Background: an optimization exercise with open tools, aiming at small area, a short achievable clock period and few clock cycles per item. Do not read the settings as production practice. Function was checked by simulation only, so behaviour that the tests miss may differ from the original. Power figures rest on the tool's default switching activity, not on a simulated workload.

==> flow/design.v <==
package exu_pkg;
    function automatic logic [5:0] clz32(input logic [31:0] v);
        logic        z16, z8, z4, z2, z1;
        logic [15:0] x16;
        logic [7:0]  x8;
        logic [3:0]  x4;
        logic [1:0]  x2;
        z16 = (v[31:16] == 16'b0);
        x16 = z16 ? v[15:0] : v[31:16];
        z8 = (x16[15:8] == 8'b0);
        x8 = z8 ? x16[7:0] : x16[15:8];
        z4 = (x8[7:4] == 4'b0);
        x4 = z4 ? x8[3:0] : x8[7:4];
        z2 = (x4[3:2] == 2'b0);
        x2 = z2 ? x4[1:0] : x4[3:2];
        z1 = !x2[1];
        if (v == 32'b0) begin
            clz32 = 6'd32;
        end else begin
            clz32 = {1'b0, z16, z8, z4, z2, z1};
        end
    endfunction
    function automatic logic [31:0] rev32(input logic [31:0] v);
        for (int i = 0; i < 32; i++) begin
            rev32[i] = v[31-i];
        end
    endfunction
    function automatic logic [64:0] bk_add(input logic [63:0] a, input logic [63:0] b, input int n);
        logic [63:0] g, p, gg, pp, s;
        g = a & b;
        p = a ^ b;
        gg = g;
        pp = p;
        for (int d = 1; d < 64; d = d * 2) begin
            for (int i = 2 * d - 1; i < 64; i = i + 2 * d) begin
                if (i < n) begin
                    gg[i] = gg[i] | (pp[i] & gg[i-d]);
                    pp[i] = pp[i] & pp[i-d];
                end
            end
        end
        for (int d = 32; d >= 1; d = d / 2) begin
            for (int i = 3 * d - 1; i < 64; i = i + 2 * d) begin
                if (i < n) begin
                    gg[i] = gg[i] | (pp[i] & gg[i-d]);
                    pp[i] = pp[i] & pp[i-d];
                end
            end
        end
        s[0] = p[0];
        for (int i = 1; i < 64; i++) begin
            s[i] = p[i] ^ gg[i-1];
        end
        bk_add = {gg[n-1], s};
    endfunction
    function automatic logic [31:0] inc32(input logic [31:0] v, input logic inc);
        logic [31:0] pre;
        logic [31:0] c;
        pre = v;
        for (int d = 0; d < 5; d++) begin
            for (int i = 0; i < 32; i++) begin
                if ((i >> d) % 2 == 1) begin
                    pre[i] = pre[i] && pre[((i >> d) << d) - 1];
                end
            end
        end
        c[0] = inc;
        for (int i = 1; i < 32; i++) begin
            c[i] = inc && pre[i-1];
        end
        inc32 = v ^ c;
    endfunction
    function automatic logic [11:0] booth_dec(input logic [7:0] chunk, input logic prev);
        logic [8:0] cc;
        cc = {chunk, prev};
        for (int j = 0; j < 4; j++) begin
            logic x2, x1, x0;
            x0 = cc[2*j];
            x1 = cc[2*j+1];
            x2 = cc[2*j+2];
            booth_dec[3*j]   = x1 ^ x0;
            booth_dec[3*j+1] = (x2 && !x1 && !x0) || (!x2 && x1 && x0);
            booth_dec[3*j+2] = x2;
        end
    endfunction
endpackage
module alu_int (
    input  logic [6-1:0]    operator,
    input  logic [32-1:0]  operand1,
    input  logic [32-1:0]  operand2,
    input  logic                    mf_sel,          
    input  logic [32-1:0]  mf_val,
    input  logic                    mf_neg,          
    input  logic                    clz_inv,         
    output logic [32-1:0]  alu_result,
    output logic [5:0]              clz_out,
    output logic                    overflow
);
    logic                       op_shift, op_addi, op_addsub, op_logic, op_slt, op_clz;
    logic                       inv;
    logic [32-1:0]     add_a, add_b;
    logic [32:0]       sum;
    logic                       less;
    logic                       sh_left;
    logic [32-1:0]     sh_in, sh_mid, shift_out;
    logic [4:0]                 shamt;
    logic                       sh_fill;
    logic [32-1:0]     lg;
    assign op_shift  = !operator[5] && !operator[4] && !operator[3];
    assign op_addi   = !operator[5] && !operator[4] &&  operator[3];
    assign op_addsub =  operator[5] && !operator[4] && !operator[3] && !operator[2];
    assign op_logic  =  operator[5] && !operator[4] && !operator[3] &&  operator[2];
    assign op_slt    =  operator[5] && !operator[4] &&  operator[3];
    assign op_clz    =  operator[5] &&  operator[4];
    assign inv = (op_addsub && operator[1]) || op_slt || (mf_sel && mf_neg);
    assign add_a = mf_sel ? '0 : operand1;
    assign add_b = (mf_sel ? mf_val : operand2) ^ {32{inv}};
    logic [64:0] bk;
    assign bk = exu_pkg::bk_add(64'({add_a, 1'b1}), 64'({add_b, inv}), 33);
    assign sum = {bk[64], bk[32:1]};
    assign overflow = (op_addi || op_addsub) && !operator[0]
        && (operand1[31] == add_b[31]) && (sum[31] != operand1[31]);
    assign less = operator[0] ? !sum[32]
        : ((operand1[31] != operand2[31]) ? operand1[31] : sum[31]);
    assign sh_left = !operator[1];
    assign sh_in = sh_left ? exu_pkg::rev32(operand2) : operand2;
    assign shamt = operand1[4:0];
    assign sh_fill = operator[1] && operator[0] && operand2[31];
    assign sh_mid = 32'($signed({sh_fill, sh_in}) >>> shamt);
    assign shift_out = sh_left ? exu_pkg::rev32(sh_mid) : sh_mid;
    assign clz_out = exu_pkg::clz32(operand1 ^ {32{clz_inv}});
    logic [32-1:0] lg_and, lg_xor;
    assign lg_and = add_a & add_b;
    assign lg_xor = add_a ^ add_b;
    always_comb begin
        case (operator[1:0])
            2'b00:   lg = lg_and;
            2'b01:   lg = lg_and | lg_xor;
            2'b10:   lg = lg_xor;
            default: lg = ~(lg_and | lg_xor);
        endcase
    end
    always_comb begin
        if (op_shift)       alu_result = shift_out;
        else if (op_logic)  alu_result = lg;
        else if (op_slt)    alu_result = {31'b0, less};
        else if (op_clz)    alu_result = {26'b0, clz_out};
        else                alu_result = sum[31:0];
    end
endmodule
module muldiv_unit (
    input  logic [32:0]             mcand,           
    input  logic [11:0]             bctl,            
    input  logic [32:0]             acc,
    input  logic                    mul_corr,        
    output logic [40:0]             mul_t,
    input  logic [31:0]             rem,
    input  logic [33:0]             dvs,             
    input  logic                    dvs_pos,
    output logic [31:0]             rem_next,
    output logic                    quo_bit
);
    localparam int MW = 41;
    localparam logic [MW-1:0] SIGN_K = -(41'(1) << 33) - (41'(1) << 35) - (41'(1) << 37)
        - (41'(1) << 39);
    function automatic logic [2*MW-1:0] csa(input logic [MW-1:0] x, input logic [MW-1:0] y,
                                            input logic [MW-1:0] z);
        logic [MW-1:0] s, c;
        s = x ^ y ^ z;
        c = (x & y) | (x & z) | (y & z);
        csa = {s, c[MW-2:0], 1'b0};
    endfunction
    logic [MW-1:0] pp [4];
    logic [MW-1:0] negs;
    logic [MW-1:0] acc_row;
    logic [MW-1:0] s1, c1, s2, c2, s3, c3, s4, c4;
    always_comb begin
        negs = '0;
        for (int j = 0; j < 4; j++) begin
            logic one, two, neg;
            logic [33:0] r;
            one = bctl[3*j];
            two = bctl[3*j+1];
            neg = bctl[3*j+2];
            for (int i = 0; i < 34; i++) begin
                logic ai, aim1;
                ai = (i < 33) ? mcand[i] : mcand[32];
                aim1 = (i > 0) ? mcand[i-1] : 1'b0;
                r[i] = ((one && ai) || (two && aim1)) ^ neg;
            end
            pp[j] = MW'({~r[33], r[32:0]}) << (2*j);
            negs[2*j] = neg;
        end
        acc_row = {SIGN_K[MW-1:34], ~acc[32], acc[32:0]};
        if (mul_corr) begin
            negs[MW-1:8] = mcand;
        end
        {s1, c1} = csa(pp[0], pp[1], pp[2]);
        {s2, c2} = csa(pp[3], acc_row, negs);
        {s3, c3} = csa(s1, c1, s2);
        {s4, c4} = csa(s3, c3, c2);
    end
    assign mul_t = s4 + c4;
    logic [64:0] t1;
    assign t1 = exu_pkg::bk_add(64'({4'b0, rem, 1'b1}), 64'({dvs[33], dvs, dvs_pos}), 36);
    assign rem_next = t1[35] ? rem : t1[32:1];
    assign quo_bit = !t1[35];
endmodule
module exu_top (
    input  logic                    clk,
    input  logic                    rst_n,
    input  logic                    in_valid,
    input  logic [6-1:0]    operator,
    input  logic [32-1:0]  operand1,
    input  logic [32-1:0]  operand2,
    input  logic [5-1:0]  in_write_addr,
    input  logic                    in_write_enable,
    output logic                    in_ready,
    output logic                    out_valid,
    output logic [5-1:0]  write_addr,
    output logic                    write_enable,
    output logic [32-1:0]  write_data
);
    logic                       v1;
    logic [6-1:0]       op1;
    logic [32-1:0]     a1;
    logic [32-1:0]     b1;
    logic [5-1:0]     wa1;
    logic                       we1;
    logic                       inv_a1;      
    logic                       inv_b1;      
    logic                       rdy_q;
    logic [31:0]                hi;
    logic [31:0]                lo;
    logic                       hx;          
    logic                       hneg;        
    logic                       lneg;        
    logic                       hz;          
    logic                       lz;          
    logic [33:0]                m;           
    logic                       msgn;        
    logic [11:0]                bctl;        
    logic                       mcorr;       
    logic                       dpos;        
    logic                       div_align;   
    logic [4:0]                 dsh_q;       
    logic                       mul_mode;
    logic                       mul_u;
    logic [5:0]                 cnt;         
    logic                       idle_q;      
    logic busy, s1_unit, go, accept, s1_load;
    logic is_mf, is_mt, is_mul, is_div, sgn;
    assign in_ready = rdy_q;
    assign busy = !idle_q;
    assign accept = in_valid && s1_load;
    assign s1_load = !(v1 && s1_unit && busy);
    assign s1_unit = !op1[5] && op1[4];
    assign go = v1 && !(s1_unit && busy);
    assign is_mf  = s1_unit && !op1[3] && !op1[0];
    assign is_mt  = s1_unit && !op1[3] &&  op1[0];
    assign is_mul = s1_unit &&  op1[3] && !op1[1];
    assign is_div = s1_unit &&  op1[3] &&  op1[1];
    assign sgn = !op1[0];
    logic [31:0] alu_result;
    logic [5:0]  clz_a, clz_b;
    logic        overflow;
    logic        a_neg, b_neg;
    assign a_neg = is_div && inv_a1;
    assign b_neg = inv_b1;
    alu_int alu_int_i (
        .operator   (op1),
        .operand1   (a1),
        .operand2   (b1),
        .mf_sel     (is_mf),
        .mf_val     (op1[1] ? (lo & {32{!lz}}) : (hi & {32{!hz}})),
        .mf_neg     (op1[1] ? lneg : hneg),
        .clz_inv    (inv_a1),
        .alu_result (alu_result),
        .clz_out    (clz_a),
        .overflow   (overflow)
    );
    logic [6:0]  dsh;            
    logic [31:0] abs_a;
    logic [33:0] dvs_shifted;
    logic        b_zero, b_m1;
    assign clz_b = exu_pkg::clz32(b1 ^ {32{b_neg}});
    assign b_zero = (b1 == 32'b0);
    assign b_m1 = b_neg && (b1 == 32'hffffffff);
    assign dsh = {1'b0, clz_b} - {1'b0, clz_a} + {6'b0, a_neg};
    assign abs_a = exu_pkg::inc32(a1 ^ {32{a_neg}}, a_neg);
    assign dvs_shifted = (m << dsh_q) | (dpos ? ((34'b1 << dsh_q) - 34'd1) : 34'b0);
    logic [40:0] mul_t;
    logic [31:0] rem_next;
    logic        quo_bit;
    muldiv_unit muldiv_unit_i (
        .mcand      ({msgn, m[31:0]}),
        .bctl       (bctl),
        .acc        (idle_q ? 33'b0 : {hx, hi}),
        .mul_corr   (mcorr),
        .mul_t      (mul_t),
        .rem        (hi),
        .dvs        (m),
        .dvs_pos    (dpos),
        .rem_next   (rem_next),
        .quo_bit    (quo_bit)
    );
    logic [5:0] cnt_next;
    logic       v1_next, unit_next, busy_next;
    always_comb begin
        cnt_next = busy ? cnt - 6'd1 : 6'd0;
        if (go && is_mul) begin
            cnt_next = 6'd3;
        end else if (go && is_div) begin
            cnt_next = (clz_b[5] || dsh[6]) ? 6'd1 : {1'b0, dsh[4:0]} + 6'd2;
        end
    end
    assign v1_next = accept || (v1 && !go);
    assign unit_next = accept ? (!operator[5] && operator[4]) : s1_unit;
    assign busy_next = (go && (is_mul || is_div)) || (busy && cnt != 6'd1);
    always_ff @(posedge clk) begin
        if (!rst_n) begin
            v1 <= 1'b0;
            rdy_q <= 1'b1;
            cnt <= '0;
            idle_q <= 1'b1;
            out_valid <= 1'b0;
            write_enable <= 1'b0;
            hz <= 1'b1;
            lz <= 1'b1;
        end else begin
            v1 <= v1_next;
            rdy_q <= !(v1_next && unit_next && busy_next);
            cnt <= cnt_next;
            idle_q <= !busy_next;
            out_valid <= go;
            write_enable <= go && we1 && !(s1_unit && !is_mf) && !overflow;
            if (go && (is_mul || is_div)) begin
                hz <= 1'b0;
                lz <= 1'b0;
            end else if (go && is_mt) begin
                if (op1[1]) begin
                    lz <= 1'b0;
                end else begin
                    hz <= 1'b0;
                end
            end
        end
    end
    always_ff @(posedge clk) begin
        if (s1_load) begin
            op1 <= operator;
            a1 <= operand1;
            b1 <= operand2;
            wa1 <= in_write_addr;
            we1 <= in_write_enable;
            inv_a1 <= (operator == 6'h3d) || (operator == 6'h1a && operand1[31]);
            inv_b1 <= (operator == 6'h1a) && operand2[31];
        end
        write_addr <= wa1;
        write_data <= alu_result;
    end
    logic        mul_cont;
    logic [31:0] next_src;
    assign mul_cont = (go && is_mul) || (busy && mul_mode && cnt != 6'd1);
    assign next_src = idle_q ? b1 : lo;
    always_ff @(posedge clk) begin
        if (mul_cont) begin
            bctl <= exu_pkg::booth_dec(next_src[15:8], next_src[7]);
        end else if (s1_load) begin
            bctl <= exu_pkg::booth_dec(operand2[7:0], 1'b0);
        end else begin
            bctl <= exu_pkg::booth_dec(b1[7:0], 1'b0);
        end
        mcorr <= busy && mul_mode && cnt == 6'd2 && mul_u && lo[15];
        if (!busy_next) begin
            if (s1_load) begin
                m <= {2'b0, operand1};
                msgn <= (operator == 6'h18) && operand1[31];
            end else begin
                m <= {2'b0, a1};
                msgn <= (op1 == 6'h18) && a1[31];
            end
        end else if (busy) begin
            if (!mul_mode) begin
                m <= div_align ? dvs_shifted : {m[33], m[33:1]};
            end
        end else if (go && is_div) begin
            m <= b_neg ? {2'b11, b1} : {2'b11, ~b1};
        end
    end
    always_ff @(posedge clk) begin
        if (busy) begin
            div_align <= 1'b0;
            if (mul_mode) begin
                hi <= mul_t[39:8];
                hx <= mul_t[40];
                lo <= {mul_t[7:0], lo[31:8]};
            end else if (!div_align) begin
                hi <= rem_next;
                lo <= {lo[30:0], quo_bit};
            end
        end else if (go && is_mul) begin
            hi <= mul_t[39:8];
            hx <= mul_t[40];
            lo <= {mul_t[7:0], b1[31:8]};
            mul_u <= !sgn;
            mul_mode <= 1'b1;
            hneg <= 1'b0;
            lneg <= 1'b0;
        end else if (go && is_div) begin
            mul_mode <= 1'b0;
            dpos <= !b_neg;
            dsh_q <= dsh[4:0];
            div_align <= 1'b1;
            hi <= b_m1 ? 32'b0 : abs_a;
            lo <= b_zero ? 32'hffffffff : (b_m1 ? abs_a : 32'b0);
            hneg <= a_neg;
            lneg <= !b_zero && (a_neg ^ b_neg);
        end else if (go && is_mt) begin
            if (op1[1]) begin
                lo <= a1;
                lneg <= 1'b0;
            end else begin
                hi <= a1;
                hneg <= 1'b0;
            end
        end
    end
endmodule
==> flow/flow/run.sh <==
#!/bin/bash
# The standard layout, with the port buffers made from buf_4 cells instead of the
# delay-buffer cells buffer_ports picks by default.
set -euo pipefail
export BUFFER_PORTS_ARGS="-buffer_cell sky130_fd_sc_hd__buf_4"
bash standard.sh > standard.log 2>&1
==> flow/standard.sh <==
#!/bin/bash
# synth_recipe.tcl (not shown) runs the flow's synth.tcl, then flattens the netlist and writes it again
# the make line also repeats each setting of config.mk as NAME=value (left out here)
make -C /OpenROAD-flow-scripts/flow DESIGN_CONFIG=/design/flow/config.mk WORK_HOME=/design/flow/orfs CLKGATE_MAP_FILE= SYNTH_SCRIPT=/design/flow/synth_recipe.tcl "${@:-finish}"
==> flow/config.mk <==
export PLATFORM = sky130hd
export DESIGN_NAME = exu_top
export DESIGN_NICKNAME = exu_top
export VERILOG_FILES = /design/flow/design.v
export SDC_FILE = /design/flow/constraint.sdc
export NUM_CORES = 4
export LEC_CHECK = 0
export ABC_AREA = 1
export CAP_MARGIN = 20
export CORE_MARGIN = 2
export CORE_UTILIZATION = 40
export SLEW_MARGIN = 20
==> flow/constraint.sdc <==
create_clock -name core_clock -period 25.0 [get_ports {clk}]
set_input_delay 5.0000 -clock core_clock [delete_from_list [all_inputs] [get_ports {clk}]]
set_output_delay 5.0000 -clock core_clock [all_outputs]
set_load 0.01 [all_outputs]
==> report_table.html, run 1 <==
<table>
<tr><th>Metric</th><th>Value</th></tr>
<tr><th colspan="2">Final layout</th></tr>
<tr><td>Area growth from synthesis to final layout</td><td>9.22%</td></tr>
<tr><td>Post-layout net count</td><td>5041</td></tr>
<tr><td>Most common library cell in the layout ignoring fill and taps</td><td>nand2_1</td></tr>
<tr><td>Commonest non-fill, non-tap cells in the layout</td><td>nand2_1, inv_1, o21ai_0, nor2_1</td></tr>
<tr><td>Final cell utilization of the core</td><td>0.443</td></tr>
<tr><td>Share of post-route cells with drive strength above 1</td><td>0.0818</td></tr>
<tr><th colspan="2">Clock tree</th></tr>
<tr><td>Cell chosen for the clock root</td><td>clkbuf_16</td></tr>
<tr><td>Clock tree from TritonCTS</td><td>built</td></tr>
<tr><td>Post-CTS Setup Repair Bufs</td><td>0</td></tr>
<tr><td>Number of H-tree levels</td><td>2</td></tr>
<tr><td>Count of hold-fix buffers inserted at cts</td><td>0</td></tr>
<tr><td>Post-CTS resize count</td><td>0</td></tr>
<tr><td>Clock latency on the worst-skew pair</td><td>0.61 ns</td></tr>
<tr><td>Largest buffer count on any clock path</td><td>3</td></tr>
<tr><td>CTS clock-pin slew for the worst setup and hold paths</td><td>0.06 ns</td></tr>
<tr><td>Clock sinks</td><td>252</td></tr>
<tr><td>Inserted Clock Buffers</td><td>35</td></tr>
<tr><th colspan="2">Logic synthesis</th></tr>
<tr><td>Number of standard cells after synthesis</td><td>4656</td></tr>
<tr><td>Number of flops mapped to enable cells by yosys</td><td>188</td></tr>
<tr><td>Total standard cell area after synthesis</td><td>32800 µm²</td></tr>
<tr><td>Number of warning messages in the yosys log</td><td>4</td></tr>
<tr><td>Post-synthesis sequential element count</td><td>252</td></tr>
<tr><td>Leading register cell type out of synthesis</td><td>edfxtp_1</td></tr>
<tr><td>Synthesized area per cell</td><td>7.04 µm²</td></tr>
<tr><td>Proportion of synthesized chip area in sequential cells</td><td>0.211</td></tr>
<tr><td>Share of synthesized registers carrying an async set or reset</td><td>0</td></tr>
<tr><td>Distinct cell type count after synthesis</td><td>75</td></tr>
<tr><td>Synthesized Nets</td><td>5067</td></tr>
<tr><th colspan="2">Floorplanning</th></tr>
<tr><td>Die area</td><td>84300 µm²</td></tr>
<tr><td>Die height</td><td>290 µm</td></tr>
<tr><td>Initial cell density of the core</td><td>0.406</td></tr>
<tr><td>Die Width</td><td>290 µm</td></tr>
<tr><td>Std-Cell Core Area</td><td>80800 µm²</td></tr>
<tr><td>Num ports</td><td>119</td></tr>
<tr><td>Std-Cell Rows</td><td>104</td></tr>
<tr><th colspan="2">Timing</th></tr>
<tr><td>Worst setup skew after layout</td><td>0.0324 ns</td></tr>
<tr><td>Highest clock rate</td><td>158 MHz</td></tr>
<tr><td>Max-slew violation count</td><td>0</td></tr>
<tr><td>Clock period minus final worst setup slack</td><td>6.32 ns</td></tr>
<tr><td>Total negative slack</td><td>0 ns</td></tr>
<tr><td>Final setup violating endpoints</td><td>0</td></tr>
<tr><td>Final cycle utilization of the critical path</td><td>0.253</td></tr>
<tr><td>Final-layout worst hold slack</td><td>0.345 ns</td></tr>
<tr><td>Slew margin rel.</td><td>0.224</td></tr>
<tr><td>RSZ-0062 raised after global routing</td><td>false</td></tr>
<tr><td>Actual transition at the worst max-transition pin</td><td>1.16 ns</td></tr>
<tr><td>Final hold vios</td><td>0</td></tr>
<tr><th colspan="2">Power and ir drop</th></tr>
<tr><td>Peak supply drop</td><td>0.0000523 V</td></tr>
<tr><td>Internal power of the cells</td><td>0.00131 W</td></tr>
<tr><td>Reg power frac</td><td>0.197</td></tr>
<tr><td>Combinational cell fraction of total power</td><td>0.600</td></tr>
<tr><td>Switching power total</td><td>0.00132 W</td></tr>
<tr><td>Leakage power summed over all cells</td><td>16.3 nW</td></tr>
<tr><td>Switching fraction of total power</td><td>0.500</td></tr>
<tr><td>Proportion of power drawn by the clock network</td><td>0.203</td></tr>
<tr><td>Power per cell area</td><td>73.5 nW/µm²</td></tr>
<tr><th colspan="2">Drt</th></tr>
<tr><td>Antenna Violating Nets Remaining</td><td>0</td></tr>
<tr><td>Total via count in the routed design</td><td>34400</td></tr>
<tr><td>Vias/cell</td><td>6.02</td></tr>
<tr><td>Initial DRC Count</td><td>4462</td></tr>
<tr><td>Total wire length</td><td>153000 µm</td></tr>
<tr><td>Routed length per instance</td><td>26.7 µm</td></tr>
<tr><td>Post-detailed-route DRC marker count</td><td>0</td></tr>
<tr><td>DRT Pass-1 Iters</td><td>9</td></tr>
<tr><th colspan="2">Placed design</th></tr>
<tr><td># port buffers</td><td>118</td></tr>
<tr><td>Routability cong.</td><td>1.05</td></tr>
<tr><td>Post-DP HPWL</td><td>120000 µm</td></tr>
<tr><th colspan="2">Critical path</th></tr>
<tr><td>Timing startpoint of the critical path</td><td>m[2]$_DFFE_PP_</td></tr>
<tr><td>Crit-path leading delay family</td><td>compound AO/OA/AOI/OAI gates</td></tr>
<tr><td>Critical Path Slowest Stage Cell</td><td>edfxtp_1</td></tr>
<tr><td>Arrival time at the worst endpoint</td><td>6.66 ns</td></tr>
<tr><td>Number of cells on the critical path</td><td>20</td></tr>
<tr><td>Cell type with the highest occurrence count on the critical path</td><td>inv_1</td></tr>
<tr><td>Reg-to-Reg Start</td><td>m[2]$_DFFE_PP_</td></tr>
<tr><td>Critical path type</td><td>reg -&gt; reg</td></tr>
<tr><td>Critical path data required time</td><td>25.33 ns</td></tr>
<tr><td>Destination of the worst register-to-register timing path</td><td>hi[12]$_DFFE_PP_</td></tr>
<tr><td>Kind of launch point of the worst setup path</td><td>register</td></tr>
<tr><td>Register-to-Register Path Depth</td><td>20</td></tr>
<tr><td>Category of the worst setup path capture point</td><td>register</td></tr>
<tr><td>Largest stage delay on the critical path</td><td>0.60 ns</td></tr>
<tr><td>CP bufs+invs</td><td>5</td></tr>
<tr><td>Worst setup path endpoint</td><td>hi[12]$_DFFE_PP_</td></tr>
<tr><td>Crit path max fanout</td><td>9</td></tr>
<tr><td>Crit path cell chain</td><td>clkinv_1 &gt; o22ai_1 &gt; xor2_1 &gt; fa_1 &gt; fa_1 &gt; inv_1 &gt; fa_1 &gt; inv_1 &gt; ha_1 &gt; o21ai_0 &gt; inv_1 &gt; a21oi_1 &gt; o21ai_0 &gt; a21oi_1 &gt; inv_1 &gt; a21oi_1 &gt; o21ai_0 &gt; xnor2_1 &gt; o22ai_1 &gt; o21bai_1</td></tr>
<tr><td>R2R setup slack</td><td>18.68 ns</td></tr>
<tr><th colspan="2">Global routing</th></tr>
<tr><td>Initial antenna violation count</td><td>4</td></tr>
<tr><td>Routing usage on met1</td><td>0.477</td></tr>
<tr><td>Global-route track usage on met2</td><td>0.518</td></tr>
<tr><td>Maximum number of pins on one net before global-route repair</td><td>103</td></tr>
<tr><td>Wire length of the first global-routing pass</td><td>220000 µm</td></tr>
<tr><td>Layer carrying the most global-route usage</td><td>met2</td></tr>
<tr><td>GR Overflow Total</td><td>0</td></tr>
<tr><td>Met3 track demand over resource</td><td>0.0773</td></tr>
<tr><td>Number of global-route vias before repair</td><td>32100</td></tr>
<tr><td>GRT Resource Usage Total</td><td>0.352</td></tr>
<tr><th colspan="2">Min path</th></tr>
<tr><td>Worst hold path class</td><td>reg -&gt; reg</td></tr>
<tr><td>Hold Crit Start</td><td>wa1[0]$_DFFE_PN_</td></tr>
<tr><th colspan="2">Status</th></tr>
<tr><td>Run status</td><td>complete, no violations</td></tr>
<tr><th colspan="2">Run</th></tr>
<tr><td>MaxCap Viol Count</td><td>0</td></tr>
</table>
worst min-delay path by stage:
stage	end	cells after the start	slack, ns
3_5_place_dp	write_addr[2]$_DFF_P_	0	0.33
6_report	write_addr[0]$_DFF_P_	0	0.34
2_1_floorplan	write_addr[0]$_DFF_P_	0	0.32
3_3_place_gp	write_addr[1]$_DFF_P_	0	0.32
5_1_grt	write_addr[3]$_DFF_P_	0	0.35
4_1_cts	write_addr[0]$_DFF_P_	0	0.34
state kept, by name, indices dropped and copies added (netlist names), 5 cells and up:
signal / cells
m: 34
a1: 32
b1: 32
hi: 32
lo: 32
write_data: 32
bctl: 12
cnt: 6
op1: 6
dsh_q: 5
wa1: 5
write_addr: 5
power by group through the flow:
stage / Sequential [W] / Combinational [W] / Clock (W)
4_1_cts: 0.000517 / 0.00155 / 0.000534
2_1_floorplan: 0.000518 / 0.00105 / 0
5_1_grt: 0.000520 / 0.00174 / 0.000550
6_report: 0.000519 / 0.00158 / 0.000535
3_5_place_dp: 0.000526 / 0.00153 / 0
3_3_place_gp: 0.000526 / 0.00153 / 0
final cells by class:
type	instances	area [µm²]
Sequential cell	252	6930
Clock buffer	41	908
Tap cell	1060	1330
Antenna cell	1	2.50
Clock inverter	22	264
Multi-Input combinational cell	3506	22400
Fill cell	8511	45000
Inverter	631	2370
Timing Repair Buffer	204	1550
metal layers:
metal	part of all wire	routed length, µm	vias up
li1	-	-	15600
met1	0.41	62000	16400
met2	0.42	63500	2028
met3	0.11	17100	357
met4	0.066	10100	2
met5	0.000085	13	-
cells by family after synthesis:
kind of cell / count (synthesis) / share of synthesized area
xor gates and xnor gates: 297 / 0.0810
adders and majority gates: 332 / 0.163
DFF: 252 / 0.211
AOI/OAI and AO/OA: 1170 / 0.214
buffers and inverters: 898 / 0.106
muxes: 27 / 0.00824
and+or+nand+nor: 1680 / 0.217
worst register-to-register path: cells and delay by family, from the launching register on:
kind                       cells  cell delay, ns
buffers and inverters          5            0.85
AOI/OAI and AO/OA              9            2.21
DFF                            1            0.60
adders and majority gates      4            1.83
xor gates and xnor gates       2            0.58
synth_stat cells, drive strengths merged (3+ instances only):
| cell | count | area (µm²) |
|---|---|---|
| o221ai | 13 | 114 |
| o21ai | 424 | 2120 |
| edfxtp | 188 | 5650 |
| a211oi | 8 | 60.1 |
| ha | 173 | 2160 |
| nand4 | 37 | 244 |
| o22ai | 185 | 1160 |
| o31ai | 8 | 65.1 |
| clkinv | 35 | 131 |
| nor2 | 329 | 1380 |
| a221o | 3 | 30.0 |
| o21bai | 12 | 97.6 |
| o21a | 14 | 105 |
| a31oi | 42 | 263 |
| or2 | 27 | 171 |
| fa | 159 | 3180 |
| nand3b | 8 | 60.1 |
| a21o | 11 | 82.6 |
| nand2 | 1017 | 3860 |
| o311ai | 5 | 43.8 |
| dfxtp | 64 | 1280 |
| a221oi | 34 | 298 |
| a2bb2oi | 4 | 35.0 |
| o2111ai | 46 | 403 |
| a22oi | 39 | 293 |
| clkbuf | 196 | 736 |
| buf | 71 | 369 |
| a21oi | 248 | 1240 |
| mux2i | 27 | 270 |
| and3 | 3 | 18.8 |
| a31o | 3 | 26.3 |
| a21boi | 6 | 45.0 |
| xor2 | 253 | 2270 |
| xnor2 | 44 | 385 |
| nand3 | 188 | 968 |
| nor3 | 47 | 240 |
| inv | 596 | 2240 |
| o211ai | 50 | 380 |
| nor4 | 20 | 131 |
through the flow:
stage	cell area (µm²)	worst slack (ns)	total power (W)	cells
finish	35800	18.68	0.00263	5717
global route	35800	18.40	0.00281	5716
CTS	35800	18.71	0.00260	5713
detailed placement	34600	18.74	0.00206	5650
global placement	34600	18.73	0.00206	5650
floorplan	32800	19.37	0.00156	4656
Testbench counts, summed over its fixed seeds: cycles 32,061, items 24,000.
==> run 2: changes to the inputs <==
--- a/flow/design.v
+++ b/flow/design.v
@@ -92,6 +92,10 @@
     input  logic [32-1:0]  mf_val,
     input  logic                    mf_neg,          
     input  logic                    clz_inv,         
+    input  logic                    sh_div,          
+    input  logic                    sh_div_neg,      
+    input  logic [4:0]              sh_div_amt,
+    output logic [33:0]             sh_div_out,
     output logic [32-1:0]  alu_result,
     output logic [5:0]              clz_out,
     output logic                    overflow
@@ -102,7 +106,8 @@
     logic [32:0]       sum;
     logic                       less;
     logic                       sh_left;
-    logic [32-1:0]     sh_in, sh_mid, shift_out;
+    logic [32+1:0]     sh_in, sh_mid;
+    logic [32-1:0]     shift_out;
     logic [4:0]                 shamt;
     logic                       sh_fill;
     logic [32-1:0]     lg;
@@ -122,12 +127,13 @@
         && (operand1[31] == add_b[31]) && (sum[31] != operand1[31]);
     assign less = operator[0] ? !sum[32]
         : ((operand1[31] != operand2[31]) ? operand1[31] : sum[31]);
-    assign sh_left = !operator[1];
-    assign sh_in = sh_left ? exu_pkg::rev32(operand2) : operand2;
-    assign shamt = operand1[4:0];
-    assign sh_fill = operator[1] && operator[0] && operand2[31];
-    assign sh_mid = 32'($signed({sh_fill, sh_in}) >>> shamt);
-    assign shift_out = sh_left ? exu_pkg::rev32(sh_mid) : sh_mid;
+    assign sh_left = sh_div || !operator[1];
+    assign sh_in = sh_left ? {exu_pkg::rev32(operand2), sh_div_neg, sh_div_neg} : {operand2, 2'b00};
+    assign shamt = sh_div ? sh_div_amt : operand1[4:0];
+    assign sh_fill = !sh_div && operator[1] && operator[0] && operand2[31];
+    assign sh_mid = 34'($signed({sh_fill, sh_in}) >>> shamt);
+    assign shift_out = sh_left ? exu_pkg::rev32(sh_mid[33:2]) : sh_mid[33:2];
+    assign sh_div_out = {sh_mid[0], sh_mid[1], shift_out};
     assign clz_out = exu_pkg::clz32(operand1 ^ {32{clz_inv}});
     logic [32-1:0] lg_and, lg_xor;
     assign lg_and = add_a & add_b;
@@ -242,9 +248,10 @@
     logic [11:0]                bctl;        
     logic                       mcorr;       
     logic                       dpos;        
-    logic                       div_align;   
-    logic [4:0]                 dsh_q;       
     logic                       mul_mode;
+    logic                       div_ph;      
+    logic [4:0]                 dsh_q;       
+    logic                       dfast_q;     
     logic                       mul_u;
     logic [5:0]                 cnt;         
     logic                       idle_q;      
@@ -253,9 +260,9 @@
     assign in_ready = rdy_q;
     assign busy = !idle_q;
     assign accept = in_valid && s1_load;
-    assign s1_load = !(v1 && s1_unit && busy);
+    assign s1_load = !v1 || go;
     assign s1_unit = !op1[5] && op1[4];
-    assign go = v1 && !(s1_unit && busy);
+    assign go = v1 && !(s1_unit && busy) && !(is_div && !div_ph);
     assign is_mf  = s1_unit && !op1[3] && !op1[0];
     assign is_mt  = s1_unit && !op1[3] &&  op1[0];
     assign is_mul = s1_unit &&  op1[3] && !op1[1];
@@ -275,20 +282,23 @@
         .mf_val     (op1[1] ? (lo & {32{!lz}}) : (hi & {32{!hz}})),
         .mf_neg     (op1[1] ? lneg : hneg),
         .clz_inv    (inv_a1),
+        .sh_div     (is_div),
+        .sh_div_neg (b_neg),
+        .sh_div_amt (dsh_q),
+        .sh_div_out (dvs_start),
         .alu_result (alu_result),
         .clz_out    (clz_a),
         .overflow   (overflow)
     );
     logic [6:0]  dsh;            
     logic [31:0] abs_a;
-    logic [33:0] dvs_shifted;
+    logic [33:0] dvs_start;      
     logic        b_zero, b_m1;
     assign clz_b = exu_pkg::clz32(b1 ^ {32{b_neg}});
     assign b_zero = (b1 == 32'b0);
     assign b_m1 = b_neg && (b1 == 32'hffffffff);
     assign dsh = {1'b0, clz_b} - {1'b0, clz_a} + {6'b0, a_neg};
     assign abs_a = exu_pkg::inc32(a1 ^ {32{a_neg}}, a_neg);
-    assign dvs_shifted = (m << dsh_q) | (dpos ? ((34'b1 << dsh_q) - 34'd1) : 34'b0);
     logic [40:0] mul_t;
     logic [31:0] rem_next;
     logic        quo_bit;
@@ -305,21 +315,24 @@
         .quo_bit    (quo_bit)
     );
     logic [5:0] cnt_next;
-    logic       v1_next, unit_next, busy_next;
+    logic       v1_next, unit_next, busy_next, div_next, div_ph_next;
     always_comb begin
         cnt_next = busy ? cnt - 6'd1 : 6'd0;
         if (go && is_mul) begin
             cnt_next = 6'd3;
         end else if (go && is_div) begin
-            cnt_next = (clz_b[5] || dsh[6]) ? 6'd1 : {1'b0, dsh[4:0]} + 6'd2;
+            cnt_next = dfast_q ? 6'd0 : {1'b0, dsh_q} + 6'd1;
         end
     end
     assign v1_next = accept || (v1 && !go);
     assign unit_next = accept ? (!operator[5] && operator[4]) : s1_unit;
-    assign busy_next = (go && (is_mul || is_div)) || (busy && cnt != 6'd1);
+    assign div_next = accept ? (!operator[5] && operator[4] && operator[3] && operator[1]) : is_div;
+    assign div_ph_next = !accept && v1 && is_div;
+    assign busy_next = (go && (is_mul || (is_div && !dfast_q))) || (busy && cnt != 6'd1);
     always_ff @(posedge clk) begin
         if (!rst_n) begin
             v1 <= 1'b0;
+            div_ph <= 1'b0;
             rdy_q <= 1'b1;
             cnt <= '0;
             idle_q <= 1'b1;
@@ -329,11 +342,12 @@
             lz <= 1'b1;
         end else begin
             v1 <= v1_next;
-            rdy_q <= !(v1_next && unit_next && busy_next);
+            rdy_q <= !(v1_next && ((unit_next && busy_next) || (div_next && !div_ph_next)));
             cnt <= cnt_next;
             idle_q <= !busy_next;
             out_valid <= go;
             write_enable <= go && we1 && !(s1_unit && !is_mf) && !overflow;
+            div_ph <= div_ph_next;
             if (go && (is_mul || is_div)) begin
                 hz <= 1'b0;
                 lz <= 1'b0;
@@ -358,6 +372,10 @@
         end
         write_addr <= wa1;
         write_data <= alu_result;
+        if (!div_ph) begin
+            dsh_q <= dsh[4:0];
+            dfast_q <= clz_b[5] || dsh[6];
+        end
     end
     logic        mul_cont;
     logic [31:0] next_src;
@@ -382,20 +400,19 @@
             end
         end else if (busy) begin
             if (!mul_mode) begin
-                m <= div_align ? dvs_shifted : {m[33], m[33:1]};
+                m <= {m[33], m[33:1]};
             end
         end else if (go && is_div) begin
-            m <= b_neg ? {2'b11, b1} : {2'b11, ~b1};
+            m <= b_neg ? dvs_start : ~dvs_start;
         end
     end
     always_ff @(posedge clk) begin
         if (busy) begin
-            div_align <= 1'b0;
             if (mul_mode) begin
                 hi <= mul_t[39:8];
                 hx <= mul_t[40];
                 lo <= {mul_t[7:0], lo[31:8]};
-            end else if (!div_align) begin
+            end else begin
                 hi <= rem_next;
                 lo <= {lo[30:0], quo_bit};
             end
@@ -410,8 +427,6 @@
         end else if (go && is_div) begin
             mul_mode <= 1'b0;
             dpos <= !b_neg;
-            dsh_q <= dsh[4:0];
-            div_align <= 1'b1;
             hi <= b_m1 ? 32'b0 : abs_a;
             lo <= b_zero ? 32'hffffffff : (b_m1 ? abs_a : 32'b0);
             hneg <= a_neg;
==> run 2 against run 1 <==
  * Still clean on timing, DRC and antenna
  * Fmax up 4.2%
  * Total power rose by 43%
  * First-iteration DRC count is 6.6% lower
  * Cell area is 7.1% lower
  * Die area decreased by 6.5%
  * Clock skew increased by 0.0098 ns
==> report_table.html, run 2 <==
<table>
<tr><th>Metric</th><th>Value</th></tr>
<tr><th colspan="2">Power and ir drop</th></tr>
<tr><td>Switching fraction of total power</td><td>0.546 (was 0.500)</td></tr>
<tr><td>Switching power total</td><td>0.00206 W (was 0.00132 W)</td></tr>
<tr><td>Internal power of the cells</td><td>0.00171 W (was 0.00131 W)</td></tr>
<tr><td>Proportion of power drawn by the clock network</td><td>0.125 (was 0.203)</td></tr>
<tr><td>Combinational cell fraction of total power</td><td>0.718 (was 0.600)</td></tr>
<tr><td>Power per cell area</td><td>113 nW/µm² (was 73.5 nW/µm²)</td></tr>
<tr><td>Leakage power summed over all cells</td><td>15.4 nW (was 16.3 nW)</td></tr>
<tr><td>Peak supply drop</td><td>0.0000800 V (was 0.0000523 V)</td></tr>
<tr><td>Reg power frac</td><td>0.157 (was 0.197)</td></tr>
<tr><th colspan="2">Global routing</th></tr>
<tr><td>Initial antenna violation count</td><td>1 (was 4)</td></tr>
<tr><td>Maximum number of pins on one net before global-route repair</td><td>95 (was 103)</td></tr>
<tr><td>GRT Resource Usage Total</td><td>0.319 (was 0.352)</td></tr>
<tr><td>GR Overflow Total</td><td>0 (unchanged)</td></tr>
<tr><td>Wire length of the first global-routing pass</td><td>188000 µm (was 220000 µm)</td></tr>
<tr><td>Number of global-route vias before repair</td><td>28500 (was 32100)</td></tr>
<tr><th colspan="2">Logic synthesis</th></tr>
<tr><td>Leading register cell type out of synthesis</td><td>edfxtp_1 (unchanged)</td></tr>
<tr><td>Synth cell count leaders</td><td>nand2_1, inv_1, o21ai_0 (unchanged)</td></tr>
<tr><td>Synthesized area per cell</td><td>7.21 µm² (was 7.04 µm²)</td></tr>
<tr><td>Number of standard cells after synthesis</td><td>4251 (was 4656)</td></tr>
<tr><td>Proportion of synthesized chip area in sequential cells</td><td>0.227 (was 0.211)</td></tr>
<tr><td>Total standard cell area after synthesis</td><td>30600 µm² (was 32800 µm²)</td></tr>
<tr><td>Multiplexer share of the synthesized area</td><td>0.000980 (was 0.00824)</td></tr>
<tr><td>Number of warning messages in the yosys log</td><td>4 (unchanged)</td></tr>
<tr><td>Cell accounting for the most synthesized area</td><td>edfxtp_1 (unchanged)</td></tr>
<tr><td>XOR/XNOR share of the synthesized area</td><td>0.0873 (was 0.0810)</td></tr>
<tr><td>Distinct cell type count after synthesis</td><td>68 (was 75)</td></tr>
<tr><td>Number of flops mapped to enable cells by yosys</td><td>189 (was 188)</td></tr>
<tr><td>Area contributors post-synth</td><td>edfxtp_1, nand2_1, fa_1 (unchanged)</td></tr>
<tr><td>Share of synthesized registers carrying an async set or reset</td><td>0 (unchanged)</td></tr>
<tr><td>Most common cell in the netlist</td><td>nand2_1 (unchanged)</td></tr>
<tr><td>Area fraction of the dominant cell type after synthesis</td><td>0.185 (was 0.172)</td></tr>
<tr><td>Post-synthesis sequential element count</td><td>253 (was 252)</td></tr>
<tr><td>Compound-Gate Fraction of Synth Area</td><td>0.195 (was 0.214)</td></tr>
<tr><td>Largest family of logic cells by synthesized area</td><td>simple AND/OR/NAND/NOR gates (unchanged)</td></tr>
<tr><td>Synthesized Nets</td><td>4661 (was 5067)</td></tr>
<tr><td>Adder-cell area share of the yosys netlist</td><td>0.174 (was 0.163)</td></tr>
<tr><td>Area share of and/or/nand/nor cells after synthesis</td><td>0.211 (was 0.217)</td></tr>
<tr><th colspan="2">Critical path</th></tr>
<tr><td>Crit path cell chain</td><td>buf_4 (was clkinv_1 &gt; o22ai_1 &gt; xor2_1 &gt; fa_1 &gt; fa_1 &gt; inv_1 &gt; fa_1 &gt; inv_1 &gt; ha_1 &gt; o21ai_0 &gt; inv_1 &gt; a21oi_1 &gt; o21ai_0 &gt; a21oi_1 &gt; inv_1 &gt; a21oi_1 &gt; o21ai_0 &gt; xnor2_1 &gt; o22ai_1 &gt; o21bai_1)</td></tr>
<tr><td>Category of the worst setup path capture point</td><td>output port (was register)</td></tr>
<tr><td>Register-to-Register Path Depth</td><td>27 (was 20)</td></tr>
<tr><td>Critical Path Slowest Stage Cell</td><td>dfxtp_1 (was edfxtp_1)</td></tr>
<tr><td>Reg-to-Reg Start</td><td>inv_b1$_DFFE_PN_ (was m[2]$_DFFE_PP_)</td></tr>
<tr><td>Largest stage delay on the critical path</td><td>0.33 ns (was 0.60 ns)</td></tr>
<tr><td>Kind of launch point of the worst setup path</td><td>register (unchanged)</td></tr>
<tr><td>Critical path data required time</td><td>20.00 ns (was 25.33 ns)</td></tr>
<tr><td>Crit path max fanout</td><td>1 (was 9)</td></tr>
<tr><td>R2R setup slack</td><td>18.93 ns (was 18.68 ns)</td></tr>
<tr><td>Critical path type</td><td>reg -&gt; out (was reg -&gt; reg)</td></tr>
<tr><td>Arrival time at the worst endpoint</td><td>1.07 ns (was 6.66 ns)</td></tr>
<tr><td>Destination of the worst register-to-register timing path</td><td>dfast_q$_DFFE_PN_ (was hi[12]$_DFFE_PP_)</td></tr>
<tr><td>Crit-path leading delay family</td><td>flip-flops (was compound AO/OA/AOI/OAI gates)</td></tr>
<tr><td>CP bufs+invs</td><td>1 (was 5)</td></tr>
<tr><th colspan="2">Timing</th></tr>
<tr><td>Final setup violating endpoints</td><td>0 (unchanged)</td></tr>
<tr><td>Final cycle utilization of the critical path</td><td>0.243 (was 0.253)</td></tr>
<tr><td>Highest clock rate</td><td>165 MHz (was 158 MHz)</td></tr>
<tr><td>Max-slew violation count</td><td>0 (unchanged)</td></tr>
<tr><td>Total negative slack</td><td>0 ns (unchanged)</td></tr>
<tr><td>Clock period minus final worst setup slack</td><td>6.07 ns (was 6.32 ns)</td></tr>
<tr><td>Worst setup skew after layout</td><td>0.0422 ns (was 0.0324 ns)</td></tr>
<tr><td>RSZ-0062 raised after global routing</td><td>false (unchanged)</td></tr>
<tr><td>Actual transition at the worst max-transition pin</td><td>1.21 ns (was 1.16 ns)</td></tr>
<tr><td>Slew margin rel.</td><td>0.183 (was 0.224)</td></tr>
<tr><td>Final hold vios</td><td>0 (unchanged)</td></tr>
<tr><th colspan="2">Min path</th></tr>
<tr><td>Worst hold path class</td><td>reg -&gt; reg (unchanged)</td></tr>
<tr><td>Number of cells on the worst hold path</td><td>0 (unchanged)</td></tr>
<tr><td>Hold Crit Start</td><td>wa1[2]$_DFFE_PN_ (was wa1[0]$_DFFE_PN_)</td></tr>
<tr><td>End of the worst hold path</td><td>write_addr[2]$_DFF_P_ (was write_addr[0]$_DFF_P_)</td></tr>
<tr><th colspan="2">Final layout</th></tr>
<tr><td>Filler Cell Count</td><td>7956 (was 8511)</td></tr>
<tr><td>Final design area excluding fillers</td><td>33300 µm² (was 35800 µm²)</td></tr>
<tr><td>Flip-flop count of the largest register, all copies and words added</td><td>34 (unchanged)</td></tr>
<tr><td>Register with the most flip-flops</td><td>m (unchanged)</td></tr>
<tr><td>Most common library cell in the layout ignoring fill and taps</td><td>nand2_1 (unchanged)</td></tr>
<tr><td>Final cell utilization of the core</td><td>0.439 (was 0.443)</td></tr>
<tr><td>Post-layout net count</td><td>4639 (was 5041)</td></tr>
<tr><td>Antenna Cells</td><td>0 (was 1)</td></tr>
<tr><td>Area growth from synthesis to final layout</td><td>8.61% (was 9.22%)</td></tr>
<tr><td>Commonest non-fill, non-tap cells in the layout</td><td>nand2_1, inv_1, o21ai_0, xor2_1, nor2_1 (was nand2_1, inv_1, o21ai_0, nor2_1)</td></tr>
<tr><td>Share of post-route cells with drive strength above 1</td><td>0.0724 (was 0.0818)</td></tr>
<tr><th colspan="2">Placed design</th></tr>
<tr><td>Routability cong.</td><td>1.04 (was 1.05)</td></tr>
<tr><td>Post-DP HPWL</td><td>100000 µm (was 120000 µm)</td></tr>
<tr><td># port buffers</td><td>118 (unchanged)</td></tr>
<tr><td>Placed inst area</td><td>32200 µm² (was 34600 µm²)</td></tr>
<tr><th colspan="2">Drt</th></tr>
<tr><td>Post-detailed-route DRC marker count</td><td>0 (unchanged)</td></tr>
<tr><td>DRT Pass-1 Iters</td><td>6 (was 9)</td></tr>
<tr><td>Total wire length</td><td>128000 µm (was 153000 µm)</td></tr>
<tr><td>Vias/cell</td><td>5.88 (was 6.02)</td></tr>
<tr><td>Total via count in the routed design</td><td>30800 (was 34400)</td></tr>
<tr><td>Routed length per instance</td><td>24.5 µm (was 26.7 µm)</td></tr>
<tr><td>Antenna Violating Nets Remaining</td><td>0 (unchanged)</td></tr>
<tr><td>Initial DRC Count</td><td>4166 (was 4462)</td></tr>
<tr><th colspan="2">Clock tree</th></tr>
<tr><td>Clock latency on the worst-skew pair</td><td>0.62 ns (was 0.61 ns)</td></tr>
<tr><td>Post-CTS resize count</td><td>0 (unchanged)</td></tr>
<tr><td>Number of H-tree levels</td><td>1 (was 2)</td></tr>
<tr><td>Cell chosen for the clock root</td><td>clkbuf_16 (unchanged)</td></tr>
<tr><td>Inserted Clock Buffers</td><td>30 (was 35)</td></tr>
<tr><td>Clock tree from TritonCTS</td><td>built (unchanged)</td></tr>
<tr><td>Clock sinks</td><td>253 (was 252)</td></tr>
<tr><td>CTS clock-pin slew for the worst setup and hold paths</td><td>0.07 ns (was 0.06 ns)</td></tr>
<tr><td>Largest buffer count on any clock path</td><td>3 (unchanged)</td></tr>
<tr><td>Post-CTS Setup Repair Bufs</td><td>0 (unchanged)</td></tr>
<tr><td>Count of hold-fix buffers inserted at cts</td><td>0 (unchanged)</td></tr>
<tr><th colspan="2">Run</th></tr>
<tr><td>MaxCap Viol Count</td><td>0 (unchanged)</td></tr>
<tr><th colspan="2">Status</th></tr>
<tr><td>Run status</td><td>complete, no violations (unchanged)</td></tr>
<tr><th colspan="2">Floorplanning</th></tr>
<tr><td>Initial cell density of the core</td><td>0.404 (was 0.406)</td></tr>
<tr><td>Num ports</td><td>119 (unchanged)</td></tr>
<tr><td>Std-Cell Core Area</td><td>75800 µm² (was 80800 µm²)</td></tr>
<tr><td>Die area</td><td>78800 µm² (was 84300 µm²)</td></tr>
<tr><td>Die height</td><td>281 µm (was 290 µm)</td></tr>
<tr><td>Die Width</td><td>281 µm (was 290 µm)</td></tr>
<tr><td>Std-Cell Rows</td><td>101 (was 104)</td></tr>
</table>
-- run 2: changes by cell type after synthesis, moves of 18 or more --
cell and delta:
nand2_1 -28, mux2i_1 -24, xnor2_1 -18, clkbuf_1 -44
o22ai_1 -19, o21ai_0 -78, a21oi_1 -51, inv_1 -30
nor2_1 -79, o21ai_1 +37, xor2_1 +21, a221oi_1 +27
-- run 2: layer usage --
metal / routed length, µm / global-route usage / share of wire
met5: 13 / 0 / 0.00010
met1: 52900 / 0.437 / 0.41
met4: 7140 / 0.153 / 0.056
met3: 13300 / 0.0636 / 0.10
met2: 54700 / 0.481 / 0.43
-- run 2: final cells by class --
class                           count  area, µm²  area share
Multi-Input combinational cell   3176      20500       0.617
Sequential cell                   253       6960       0.209
Inverter                          602       2260      0.0681
Timing Repair Buffer              166       1250      0.0375
Tap cell                          978       1220      0.0368
Clock buffer                       41        915      0.0275
Clock inverter                     15        128     0.00384
-- run 2: kinds of logic after synthesis --
logic type / count (synthesis)
buffers and inverters: 822
adder cells (fa/ha/maj): 331
multiplexers: 3
AND/OR/NAND/NOR: 1543
AO/OA/AOI/OAI: 1000
flip-flops: 253
XOR/XNOR: 299
-- run 2: worst max path at each step --
stage | start | to | slack (ns) | cells past startpoint
floorplan | in_valid | rdy_q$_SDFF_PN1_ | 19.35 | 7
global placement | operator[5] | rdy_q$_SDFF_PN1_ | 19.04 | 7
detailed placement | inv_b1$_DFFE_PN_ | dfast_q$_DFFE_PN_ | 19.08 | 27
global route | inv_b1$_DFFE_PN_ | dfast_q$_DFFE_PN_ | 18.24 | 27
finish | rdy_q$_SDFF_PN1_ | in_ready | 18.93 | 1
CTS | rdy_q$_SDFF_PN1_ | in_ready | 18.90 | 1
-- run 2: per-stage QoR --
stage                     hold WS (ns)  cells  setup WS (ns)  power (W)
after floorplan                  0.323   4251          19.35    0.00244
after global placement           0.326   5175          19.04    0.00322
after detailed placement         0.334   5175          19.08    0.00323
after CTS                        0.347   5231          18.90    0.00372
after global routing             0.347   5231          18.24    0.00410
final                            0.343   5231          18.93    0.00377
-- run 2: power by group through the flow --
stage / Sequential (W) / Clock (W) / Combinational [W]
after detailed placement: 0.000594 / 0 / 0.00264
after global placement: 0.000595 / 0 / 0.00262
after floorplan: 0.000568 / 0 / 0.00188
after CTS: 0.000588 / 0.000475 / 0.00266
after global routing: 0.000595 / 0.000490 / 0.00301
final: 0.000592 / 0.000471 / 0.00270
Testbench counts of run 2, summed over its fixed seeds: cycles 32,200, items 24,000.
==> run 3: changes to the inputs <==
--- a/flow/design.v
+++ b/flow/design.v
@@ -88,15 +88,16 @@
     input  logic [6-1:0]    operator,
     input  logic [32-1:0]  operand1,
     input  logic [32-1:0]  operand2,
-    input  logic                    mf_sel,          
-    input  logic [32-1:0]  mf_val,
-    input  logic                    mf_neg,          
+    input  logic                    pass_sel,        
+    input  logic [32-1:0]  pass_val,
+    input  logic                    pass_neg,
     input  logic                    clz_inv,         
     input  logic                    sh_div,          
     input  logic                    sh_div_neg,      
     input  logic [4:0]              sh_div_amt,
     output logic [33:0]             sh_div_out,
     output logic [32-1:0]  alu_result,
+    output logic [32-1:0]  sum_out,
     output logic [5:0]              clz_out,
     output logic                    overflow
 );
@@ -117,12 +118,13 @@
     assign op_logic  =  operator[5] && !operator[4] && !operator[3] &&  operator[2];
     assign op_slt    =  operator[5] && !operator[4] &&  operator[3];
     assign op_clz    =  operator[5] &&  operator[4];
-    assign inv = (op_addsub && operator[1]) || op_slt || (mf_sel && mf_neg);
-    assign add_a = mf_sel ? '0 : operand1;
-    assign add_b = (mf_sel ? mf_val : operand2) ^ {32{inv}};
+    assign inv = (op_addsub && operator[1]) || op_slt || (pass_sel && pass_neg);
+    assign add_a = pass_sel ? '0 : operand1;
+    assign add_b = (pass_sel ? pass_val : operand2) ^ {32{inv}};
     logic [64:0] bk;
     assign bk = exu_pkg::bk_add(64'({add_a, 1'b1}), 64'({add_b, inv}), 33);
     assign sum = {bk[64], bk[32:1]};
+    assign sum_out = sum[31:0];
     assign overflow = (op_addi || op_addsub) && !operator[0]
         && (operand1[31] == add_b[31]) && (sum[31] != operand1[31]);
     assign less = operator[0] ? !sum[32]
@@ -255,6 +257,7 @@
     logic                       mul_u;
     logic [5:0]                 cnt;         
     logic                       idle_q;      
+    logic                       acc_zero;    
     logic busy, s1_unit, go, accept, s1_load;
     logic is_mf, is_mt, is_mul, is_div, sgn;
     assign in_ready = rdy_q;
@@ -269,6 +272,7 @@
     assign is_div = s1_unit &&  op1[3] &&  op1[1];
     assign sgn = !op1[0];
     logic [31:0] alu_result;
+    logic [31:0] pass_out;       
     logic [5:0]  clz_a, clz_b;
     logic        overflow;
     logic        a_neg, b_neg;
@@ -278,34 +282,33 @@
         .operator   (op1),
         .operand1   (a1),
         .operand2   (b1),
-        .mf_sel     (is_mf),
-        .mf_val     (op1[1] ? (lo & {32{!lz}}) : (hi & {32{!hz}})),
-        .mf_neg     (op1[1] ? lneg : hneg),
+        .pass_sel   (s1_unit),
+        .pass_val   (is_mf ? (op1[1] ? (lo & {32{!lz}}) : (hi & {32{!hz}})) : a1),
+        .pass_neg   (is_mf ? (op1[1] ? lneg : hneg) : a_neg),
         .clz_inv    (inv_a1),
         .sh_div     (is_div),
         .sh_div_neg (b_neg),
         .sh_div_amt (dsh_q),
         .sh_div_out (dvs_start),
         .alu_result (alu_result),
+        .sum_out    (pass_out),
         .clz_out    (clz_a),
         .overflow   (overflow)
     );
     logic [6:0]  dsh;            
-    logic [31:0] abs_a;
     logic [33:0] dvs_start;      
     logic        b_zero, b_m1;
     assign clz_b = exu_pkg::clz32(b1 ^ {32{b_neg}});
     assign b_zero = (b1 == 32'b0);
     assign b_m1 = b_neg && (b1 == 32'hffffffff);
     assign dsh = {1'b0, clz_b} - {1'b0, clz_a} + {6'b0, a_neg};
-    assign abs_a = exu_pkg::inc32(a1 ^ {32{a_neg}}, a_neg);
     logic [40:0] mul_t;
     logic [31:0] rem_next;
     logic        quo_bit;
     muldiv_unit muldiv_unit_i (
         .mcand      ({msgn, m[31:0]}),
         .bctl       (bctl),
-        .acc        (idle_q ? 33'b0 : {hx, hi}),
+        .acc        (acc_zero ? 33'b0 : {hx, hi}),
         .mul_corr   (mcorr),
         .mul_t      (mul_t),
         .rem        (hi),
@@ -390,6 +393,7 @@
             bctl <= exu_pkg::booth_dec(b1[7:0], 1'b0);
         end
         mcorr <= busy && mul_mode && cnt == 6'd2 && mul_u && lo[15];
+        acc_zero <= !mul_cont;
         if (!busy_next) begin
             if (s1_load) begin
                 m <= {2'b0, operand1};
@@ -427,16 +431,16 @@
         end else if (go && is_div) begin
             mul_mode <= 1'b0;
             dpos <= !b_neg;
-            hi <= b_m1 ? 32'b0 : abs_a;
-            lo <= b_zero ? 32'hffffffff : (b_m1 ? abs_a : 32'b0);
+            hi <= b_m1 ? 32'b0 : pass_out;
+            lo <= b_zero ? 32'hffffffff : (b_m1 ? pass_out : 32'b0);
             hneg <= a_neg;
             lneg <= !b_zero && (a_neg ^ b_neg);
         end else if (go && is_mt) begin
             if (op1[1]) begin
-                lo <= a1;
+                lo <= pass_out;
                 lneg <= 1'b0;
             end else begin
-                hi <= a1;
+                hi <= pass_out;
                 hneg <= 1'b0;
             end
         end
==> flow/flow/run.sh (replaced) <==
#!/bin/bash
# The standard layout, with two changes to how it is made:
# - the port buffers are buf_2 cells instead of the delay-buffer cells that
#   buffer_ports picks by default;
# - the timing repair after clock tree synthesis and global routing aims for
#   19 ns of setup slack on the 25 ns clock, so that it works on the paths that
#   set the achieved period. The constraints are the design's, unchanged.
set -euo pipefail
export BUFFER_PORTS_ARGS="-buffer_cell sky130_fd_sc_hd__buf_2"
export SETUP_SLACK_MARGIN=19.0
bash standard.sh > standard.log 2>&1
==> run 3 against run 2 <==
  * Via count up 0.46%
  * Global-route usage up 2.2 points
  * Clock-buffer cell count unchanged
  * Combinational power up 19%
  * Clock power down 5.3%
  * Critical path type unchanged
  * Highest routed layer unchanged
==> report_table.html, run 3 <==
<table>
<tr><th>Metric</th><th>Value</th></tr>
<tr><th colspan="2">Floorplanning</th></tr>
<tr><td>Die area</td><td>76700 µm² (was 78800 µm²)</td></tr>
<tr><td>Std-Cell Core Area</td><td>74100 µm² (was 75800 µm²)</td></tr>
<tr><td>Num ports</td><td>119 (unchanged)</td></tr>
<tr><td>Initial cell density of the core</td><td>0.402 (was 0.404)</td></tr>
<tr><th colspan="2">Placed design</th></tr>
<tr><td>Post-DP HPWL</td><td>106000 µm (was 100000 µm)</td></tr>
<tr><td>Placed inst area</td><td>31100 µm² (was 32200 µm²)</td></tr>
<tr><td>Routability cong.</td><td>1.05 (was 1.04)</td></tr>
<tr><th colspan="2">Global routing</th></tr>
<tr><td>GRT Resource Usage Total</td><td>0.342 (was 0.319)</td></tr>
<tr><td>Maximum number of pins on one net before global-route repair</td><td>81 (was 95)</td></tr>
<tr><th colspan="2">Final layout</th></tr>
<tr><td>Register with the most flip-flops</td><td>m (unchanged)</td></tr>
<tr><td>Post-layout net count</td><td>4515 (was 4639)</td></tr>
<tr><td>Number of non-filler instances in the completed layout</td><td>5099 (was 5231)</td></tr>
<tr><td>Commonest non-fill, non-tap cells in the layout</td><td>nand2_1, inv_1, nand3_1, nor2_1, o21ai_0 (was nand2_1, inv_1, o21ai_0, xor2_1, nor2_1)</td></tr>
<tr><td>Antenna Cells</td><td>0 (unchanged)</td></tr>
<tr><td>Flip-flop count of the largest register, all copies and words added</td><td>34 (unchanged)</td></tr>
<tr><td>Share of post-route cells with drive strength above 1</td><td>0.0872 (was 0.0724)</td></tr>
<tr><td>Area growth from synthesis to final layout</td><td>9.58% (was 8.61%)</td></tr>
<tr><td>Most common library cell in the layout ignoring fill and taps</td><td>nand2_1 (unchanged)</td></tr>
<tr><th colspan="2">Logic synthesis</th></tr>
<tr><td>Synth cell count leaders</td><td>nand2_1, inv_1, nand3_1 (was nand2_1, inv_1, o21ai_0)</td></tr>
<tr><td>Post-synthesis sequential element count</td><td>254 (was 253)</td></tr>
<tr><td>Area fraction of the dominant cell type after synthesis</td><td>0.191 (was 0.185)</td></tr>
<tr><td>Share of synthesized registers carrying an async set or reset</td><td>0 (unchanged)</td></tr>
<tr><td>Cell accounting for the most synthesized area</td><td>edfxtp_1 (unchanged)</td></tr>
<tr><td>Leading register cell type out of synthesis</td><td>edfxtp_1 (unchanged)</td></tr>
<tr><td>Distinct cell type count after synthesis</td><td>62 (was 68)</td></tr>
<tr><td>Number of standard cells after synthesis</td><td>4082 (was 4251)</td></tr>
<tr><td>Total standard cell area after synthesis</td><td>29800 µm² (was 30600 µm²)</td></tr>
<tr><td>Number of flops mapped to enable cells by yosys</td><td>189 (unchanged)</td></tr>
<tr><td>Synthesized area per cell</td><td>7.30 µm² (was 7.21 µm²)</td></tr>
<tr><td>Proportion of synthesized chip area in sequential cells</td><td>0.234 (was 0.227)</td></tr>
<tr><td>Most common cell in the netlist</td><td>nand2_1 (unchanged)</td></tr>
<tr><td>Area contributors post-synth</td><td>edfxtp_1, nand2_1, fa_1 (unchanged)</td></tr>
<tr><th colspan="2">Drt</th></tr>
<tr><td>Vias/cell</td><td>6.06 (was 5.88)</td></tr>
<tr><td>Routed metal-1 wirelength</td><td>55100 µm (was 52900 µm)</td></tr>
<tr><td>DRT Pass-1 Iters</td><td>6 (unchanged)</td></tr>
<tr><td>Post-detailed-route DRC marker count</td><td>0 (unchanged)</td></tr>
<tr><td>Met3 WL</td><td>15400 µm (was 13300 µm)</td></tr>
<tr><td>Highest routed layer</td><td>met5 (unchanged)</td></tr>
<tr><td>Initial DRC Count</td><td>4034 (was 4166)</td></tr>
<tr><td>Routed length per instance</td><td>26.6 µm (was 24.5 µm)</td></tr>
<tr><th colspan="2">Timing</th></tr>
<tr><td>Highest clock rate</td><td>162 MHz (was 165 MHz)</td></tr>
<tr><td>Clock period minus final worst setup slack</td><td>6.16 ns (was 6.07 ns)</td></tr>
<tr><td>Final hold vios</td><td>0 (unchanged)</td></tr>
<tr><td>Max-slew violation count</td><td>0 (unchanged)</td></tr>
<tr><td>Final setup violating endpoints</td><td>0 (unchanged)</td></tr>
<tr><td>Actual transition at the worst max-transition pin</td><td>1.20 ns (was 1.21 ns)</td></tr>
<tr><td>Worst setup skew after layout</td><td>0.0166 ns (was 0.0422 ns)</td></tr>
<tr><td>Final cycle utilization of the critical path</td><td>0.246 (was 0.243)</td></tr>
<tr><th colspan="2">Power and ir drop</th></tr>
<tr><td>Peak supply drop</td><td>0.000107 V (was 0.0000800 V)</td></tr>
<tr><td>Power per cell area</td><td>132 nW/µm² (was 113 nW/µm²)</td></tr>
<tr><td>Leakage power summed over all cells</td><td>14.9 nW (was 15.4 nW)</td></tr>
<tr><th colspan="2">Clock tree</th></tr>
<tr><td>Clock tree from TritonCTS</td><td>built (unchanged)</td></tr>
<tr><td>Largest buffer count on any clock path</td><td>3 (unchanged)</td></tr>
<tr><td>Clock sinks</td><td>254 (was 253)</td></tr>
<tr><td>Number of H-tree levels</td><td>1 (unchanged)</td></tr>
<tr><th colspan="2">Critical path</th></tr>
<tr><td>Crit-path leading delay family</td><td>flip-flops (unchanged)</td></tr>
<tr><td>Critical path type</td><td>reg -&gt; out (unchanged)</td></tr>
<tr><td>Crit path max fanout</td><td>1 (unchanged)</td></tr>
<tr><td>Kind of launch point of the worst setup path</td><td>register (unchanged)</td></tr>
<tr><td>Timing startpoint of the critical path</td><td>write_data[28]$_DFF_P_ (was rdy_q$_SDFF_PN1_)</td></tr>
<tr><td>Arrival time at the worst endpoint</td><td>1.16 ns (was 1.07 ns)</td></tr>
<tr><td>Reg-to-Reg Start</td><td>m[9]$_DFFE_PP_ (was inv_b1$_DFFE_PN_)</td></tr>
<tr><td>Critical Path Slowest Stage Cell</td><td>dfxtp_4 (was dfxtp_1)</td></tr>
<tr><td>Largest stage delay on the critical path</td><td>0.43 ns (was 0.33 ns)</td></tr>
<tr><td>CP bufs+invs</td><td>1 (unchanged)</td></tr>
<tr><td>Destination of the worst register-to-register timing path</td><td>hi[26]$_DFFE_PP_ (was dfast_q$_DFFE_PN_)</td></tr>
<tr><td>Crit path cell chain</td><td>buf_6 (was buf_4)</td></tr>
<tr><th colspan="2">Run</th></tr>
<tr><td>MaxCap Viol Count</td><td>0 (unchanged)</td></tr>
<tr><th colspan="2">Min path</th></tr>
<tr><td>Number of cells on the worst hold path</td><td>0 (unchanged)</td></tr>
<tr><td>Worst hold path class</td><td>reg -&gt; reg (unchanged)</td></tr>
<tr><th colspan="2">Status</th></tr>
<tr><td>Run status</td><td>complete, no violations (unchanged)</td></tr>
</table>
==> run 3: cell count changes in the layout (fill, tap and decap cells not counted), sizes merged, moves of 30 or more <==
| cell | previous run | this run |
|---|---|---|
| nand3 | 184 | 250 |
| inv | 568 | 508 |
| xor2 | 273 | 219 |
| o2111ai | 41 | 11 |
| o21ai | 383 | 292 |
| buf | 166 | 197 |
| a221oi | 61 | 93 |
==> run 3: what timing repair did <==
action,in CTS,in global routing
pin swaps,1,1
setup endpoints to repair,86,74
setup buffers,0,26
gates resized for setup,68,44
hold endpoints to repair,0,0
cloned,1,0
==> run 3: kinds of logic after synthesis <==
family / Yosys count / share of synthesized area
compound gates: 929 / 0.195
fa+ha+maj: 330 / 0.179
simple gates: 1562 / 0.217
xor+xnor: 256 / 0.0753
mux: 1 / 0.000336
flops: 254 / 0.234
buf+inv: 750 / 0.100
==> run 3: cell type report <==
type | instances | area, µm²
sequential | 254 | 7050
timing repair buffer | 197 | 1410
tap | 969 | 1210
inverter | 543 | 2090
clock inverter | 16 | 104
multi-input combinational | 3079 | 19900
fill | 7737 | 41400
clock buffer | 41 | 853
==> run 3: how the worst max path moves through the flow <==
stage | end | cells past startpoint | slack (ns)
2_1_floorplan | msgn$_DFFE_PP_ | 4 | 19.30
5_1_grt | write_data[28] | 1 | 18.84
3_3_place_gp | write_data[0]$_DFF_P_ | 31 | 18.45
3_5_place_dp | write_data[0]$_DFF_P_ | 31 | 18.44
6_report | write_data[28] | 1 | 18.84
4_1_cts | write_data[30] | 1 | 18.85
==> run 3: metrics by stage <==
stage	utilization	setup WS, ns	hold slack (ns)	total power (W)
floorplan	-	19.30	0.323	0.00270
global placement	0.420	18.45	0.326	0.00369
detailed placement	0.420	18.44	0.330	0.00370
CTS	0.436	18.85	0.344	0.00419
global route	0.441	18.84	0.349	0.00461
finish	0.441	18.84	0.342	0.00430
==> run 3: routing by layer <==
metal,global-route usage,up-vias
met4,0.164,2
li1,-,13900
met2,0.511,1906
met1,0.471,14800
met5,0,-
met3,0.0694,306
==> run 3: where the power goes <==
part           switching, W  total, W  internal (W)
clock              0.000205  0.000446      0.000240
sequential        0.0000938  0.000648      0.000554
combinational       0.00214   0.00321       0.00106
total               0.00244   0.00430       0.00186
Testbench counts of run 3, summed over its fixed seeds: cycles 32,200, items 24,000.

==> afterwards: timing with drivers on the ports <==
How much do the figures lean on ideal ports? The routed layouts below were timed once more, with nothing changed but the port constraints. Step 1 assumes that a clkbuf_16 drives the clock port and a buf_2 every other input. Step 2 moves the port delays by t, midway between the first and last clock arrival at a register: inputs arrive t later, outputs are due t later. That takes back most of the time a late clock gives input paths. Three values: ideal, step 1, step 2; two values: the first two.
| run | shift t [ns] | setup WS [ns] | pins driven straight from the clock port |
|---|---|---|---|
| run 1 | 0.661 | 18.676 / 18.676 / 18.676 | 1 |
| run 2 | 0.667 | 18.929 / 18.864 / 18.933 | 1 |
| run 3 | 0.661 | 18.843 / 18.781 / 18.836 | 1 |
After both steps every run listed still meets setup and hold. The setup slack of run 3, which loses most, moves by -0.062 ns with the drivers and by -0.007 ns with both steps.
